Source: an optimization exercise on an open RTL-to-GDS flow (aim: small area). Production flows keep margins and buffers that such runs may drop. In this exercise RTL edits were held to simulation tests only and were not proved equivalent to the original. The clock input has no modelled driver; a real chip could not lean on it and would need a root buffer or a full tree.

job 105:
## flash_ctrl
module flash_ctrl
(
    input  logic              i_clk,
    input  logic              i_rst,
    input  logic [1:0]        i_op_type,
    input  logic [ADDR_W-1:0] i_op_addr,
    input  logic [NUM_W-1:0]  i_op_num,
    input  logic              i_op_valid,
    output logic              o_op_ready,
    input  logic [DATA_W-1:0] i_wr_data,
    input  logic              i_wr_sop,
    input  logic              i_wr_eop,
    input  logic              i_wr_valid,
    output logic [DATA_W-1:0] o_rd_data,
    output logic              o_rd_sop,
    output logic              o_rd_eop,
    output logic              o_rd_valid,
    output logic [OP_W-1:0]   o_spi_op_data,
    output logic [1:0]        o_spi_op_type,
    output logic [LEN_W-1:0]  o_spi_op_len,
    output logic [LEN_W-1:0]  o_spi_clk_len,
    output logic              o_spi_op_valid,
    input  logic              i_spi_op_ready,
    output logic [DATA_W-1:0] o_spi_write_data,
    input  logic              i_spi_write_req,
    input  logic [DATA_W-1:0] i_spi_read_data,
    input  logic              i_spi_read_valid
);
For scale: ~4500 cells after synthesis, ~4100 flip-flops, roughly 150 I/O pins.
==> flow/config.mk <==
export PLATFORM = sky130hd
export DESIGN_NAME = flash_ctrl
export DESIGN_NICKNAME = flash_ctrl
export VERILOG_FILES = /design/flow/design.v
export SDC_FILE = /design/flow/constraint.sdc
export NUM_CORES = 4
export LEC_CHECK = 0
export CAP_MARGIN = 0
export CORE_MARGIN = 2
export CORE_UTILIZATION = 70
export CTS_BUF_LIST = sky130_fd_sc_hd__clkbuf_16
export CTS_CLUSTER_DIAMETER = 85
export CTS_CLUSTER_SIZE = 37
export SLEW_MARGIN = 0
==> flow/constraint.sdc <==
create_clock -name core_clock -period 10.0 [get_ports {i_clk}]
set_input_delay 2.0000 -clock core_clock [delete_from_list [all_inputs] [get_ports {i_clk}]]
set_output_delay 2.0000 -clock core_clock [all_outputs]
set_load 0.01 [all_outputs]
standard.sh (not shown) runs the stock make flow with config.mk's settings and CLKGATE_MAP_FILE= SYNTH_SCRIPT=/design/flow/synth_recipe.tcl, a recipe that flattens the netlist after the stock synthesis.
==> flow/flow/run.sh <==
#!/bin/bash
# Standard layout with three changes to what the flow inserts (the design and constraints are
# untouched): port buffers use the smallest buffer; clock tree synthesis clusters up to 37
# flip-flops per leaf buffer and adds no dummy loads; and after clock tree synthesis the last
# two levels of the clock tree become inverters (flow/swap_clk.tcl), so each flip-flop still
# sees the clock through an even number of inversions. If that step finds anything it does
# not expect, the standard clock tree is kept.
set -e
export BUFFER_PORTS_ARGS="-buffer_cell sky130_fd_sc_hd__buf_1"
export CTS_ARGS="-sink_clustering_enable -repair_clock_nets -sink_clustering_size 37 -sink_clustering_max_diameter 85 -buf_list sky130_fd_sc_hd__clkbuf_16 -dont_use_dummy_load"
bash standard.sh cts > standard_cts.log 2>&1
RES=$PWD/orfs/results/sky130hd/flash_ctrl/base
if SWAP_IN=$RES/4_cts.odb SWAP_OUT=$RES/4_cts_swapped.odb \
   SWAP_LEAF_CELL=sky130_fd_sc_hd__inv_12 SWAP_UP_CELL=sky130_fd_sc_hd__inv_16 \
   SWAP_BIG_CELL=sky130_fd_sc_hd__inv_16 SWAP_TARGET_NS=0.116 SWAP_LIMIT_NS=0.124 \
   SWAP_LIB=$FLOW_HOME/platforms/sky130hd/lib/sky130_fd_sc_hd__tt_025C_1v80.lib \
   SWAP_SDC=$RES/4_cts.sdc PLATFORM_DIR=$FLOW_HOME/platforms/sky130hd \
   openroad -no_init -exit flow/swap_clk.tcl > swap_clk.log 2>&1; then
  mv $RES/4_cts_swapped.odb $RES/4_cts.odb
fi
bash standard.sh > standard.log 2>&1
Other scripts of this flow, unchanged in this note and not shown: flow/flow/swap_clk.tcl
For job 101, these inputs were changed with respect to job 105:
diff --git a/flow/design.v b/flow/design.v
--- a/flow/design.v
+++ b/flow/design.v
@@ -91,80 +91,71 @@
     logic [NUM_W-1:0]  r_num;         
     logic              r_sr_busy;
     logic              r_rd_pend;     
     logic              r_rd_valid;
     logic              r_rd_sop;
     logic              r_rd_eop;
-    logic [8*FIFO_DEPTH-1:0] r_wring;      
-    logic [8*FIFO_DEPTH-1:0] r_rring;      
+    logic [8*FIFO_DEPTH-1:0] r_ring;
     logic [7:0]        r_head;        
-    logic [7:0]        w_wtap;
-    logic [7:0]        w_rtap;
+    logic [7:0]        w_tap;
     logic              w_accept;
     logic              w_is_read;
     logic              w_is_write;
     logic              w_is_erase;
     logic              w_aligned;
     logic              w_ins32;
     logic              w_wr_align;
-    logic              w_rd_push;
+    logic              w_push;
     logic              w_rot;
-    logic              w_wr_pop;
+    logic              w_pop;
     logic              w_rd_pop;
+    logic              w_shift;
     logic              w_sr_busy;
     logic              w_cmd;
     logic              w_poll;
     logic [8:0]        w_data_clks;
     assign w_is_read  = (r_type == OP_READ);
     assign w_is_write = (r_type == OP_WRITE);
     assign w_is_erase = (r_type == OP_ERASE);
     assign o_op_ready = (r_state == S_IDLE);
     assign w_accept   = i_op_valid && o_op_ready;
     assign w_aligned  = (r_head[5:0] == 6'd63);
-    assign w_ins32    = !r_num[5];
+    assign w_ins32    = !i_wr_valid && w_is_read && !r_num[5];
     assign w_wr_align = w_is_write && ((r_state == S_WREN) || (r_state == S_WREN_W) || (r_state == S_CMD));
-    assign w_rd_push  = (r_state == S_DATA) && w_is_read && i_spi_read_valid;
+    assign w_push     = i_wr_valid || ((r_state == S_DATA) && w_is_read && i_spi_read_valid);
     assign w_rot      = (w_wr_align || r_rd_pend) && !w_aligned;
     assign w_rd_pop   = r_rd_pend && w_aligned;
-    assign w_wr_pop   = (r_state == S_DATA) && i_spi_write_req;
-    always_ff @(posedge i_clk)
-    begin
-        if (i_wr_valid || (w_wr_align && !w_aligned) || w_wr_pop)
-            r_wring <= {r_wring[8*FIFO_DEPTH-9:0], i_wr_valid ? i_wr_data : r_wring[8*FIFO_DEPTH-1 -: 8]};
-    end
-    always_ff @(posedge i_clk)
-    begin
-        if (w_rd_push || (r_rd_pend && !w_aligned) || w_rd_pop)
-        begin
-            r_rring <= {r_rring[8*FIFO_DEPTH-9:0], r_rring[8*FIFO_DEPTH-1 -: 8]};
-            if (w_rd_push && !w_ins32)
-                r_rring[7:0] <= i_spi_read_data;
-            if (w_rd_push && w_ins32)
-                r_rring[8*32 +: 8] <= i_spi_read_data;
+    assign w_pop      = w_rd_pop || ((r_state == S_DATA) && i_spi_write_req);
+    assign w_shift    = w_push || w_rot || w_pop;
+    always_ff @(posedge i_clk)
+    begin
+        if (w_shift)
+        begin
+            r_ring <= {r_ring[8*FIFO_DEPTH-9:0], r_ring[8*FIFO_DEPTH-1 -: 8]};
+            if (w_push && !w_ins32)
+                r_ring[7:0] <= i_wr_valid ? i_wr_data : i_spi_read_data;
+            if (w_push && w_ins32)
+                r_ring[8*32 +: 8] <= i_spi_read_data;
         end
     end
     always_ff @(posedge i_clk)
     begin
         if (w_accept)
             r_head <= {i_op_num[7:6], i_op_num[5] || (i_op_type == OP_READ), i_op_num[4:0]};
         else if (w_rot)
             r_head <= r_head + 1'b1;
     end
     always_comb
     begin
-        w_wtap = '0;
-        w_rtap = '0;
+        w_tap = '0;
         for (int k = 0; k < 4; k++)
             if (r_head[7:6] == 2'(k))
-            begin
-                w_wtap = r_wring[8*(64*k+63) +: 8];
-                w_rtap = r_rring[8*(64*k+63) +: 8];
-            end
-    end
-    assign o_spi_write_data = w_wtap;
-    assign o_rd_data        = w_rtap;
+                w_tap = r_ring[8*(64*k+63) +: 8];
+    end
+    assign o_spi_write_data = w_tap;
+    assign o_rd_data        = w_tap;
     always_ff @(posedge i_clk or posedge i_rst)
     begin
         if (i_rst)
         begin
             r_rd_pend  <= 1'b0;
             r_rd_valid <= 1'b0;
Looking at clock skew, job 101 sits 0.015 ns below job 105.
Comparing job 101 and job 105, standard cell core area is higher on job 105.
met4 as the highest metal layer with signal wires was reported by job 105, and met5 by job 101.
Job 105 → job 101: share of layout cells above drive strength 1 fell by 0.82 points; number of global-route vias before repair fell by 16900; latest clock arrival within the worst-skew pair fell by 0.09 ns; synthesized cell count fell by about 46%; setup slack at placement fell by 0.16 ns.
Fraction of the mapped netlist area in compound gates: higher on job 101
Any difference in core utilization between job 101 and job 105 is small enough to ignore.
In job 101 the design's own scripts or RTL, not TritonCTS, make the clock network.

-- separate check: timing with driven ports --
Ports are ideal in the flow. The routed layouts listed here were re-timed in OpenROAD.
Step 1 sets driving cells, clkbuf_16 on the clock port and buf_2 on the other inputs (assumed; they add their load-dependent delay and slew).
Step 2 adds t to the input delays and takes it off the output delays; t is the mean of the earliest and latest rising clock arrival at the registers after step 1. Input paths then give back, and output paths get back, about the clock's delay inside the block.
Slacks: no drivers / after step 1 / after step 2; pairs: no drivers / after step 1.
run | t, ns | slack for setup (ns) | slew at the worst register clock pin (ns)
job 105 | 0.869 | 4.734 / 4.645 / 4.663 | 0.12 / 0.12
job 101 | 0.756 | 5.252 / 5.292 / 4.536 | 0.12 / 0.12
After both steps setup and hold are still met in every run listed. For job 101, which loses most, drivers alone change the setup slack by +0.040 ns; drivers and shift together by -0.716 ns.
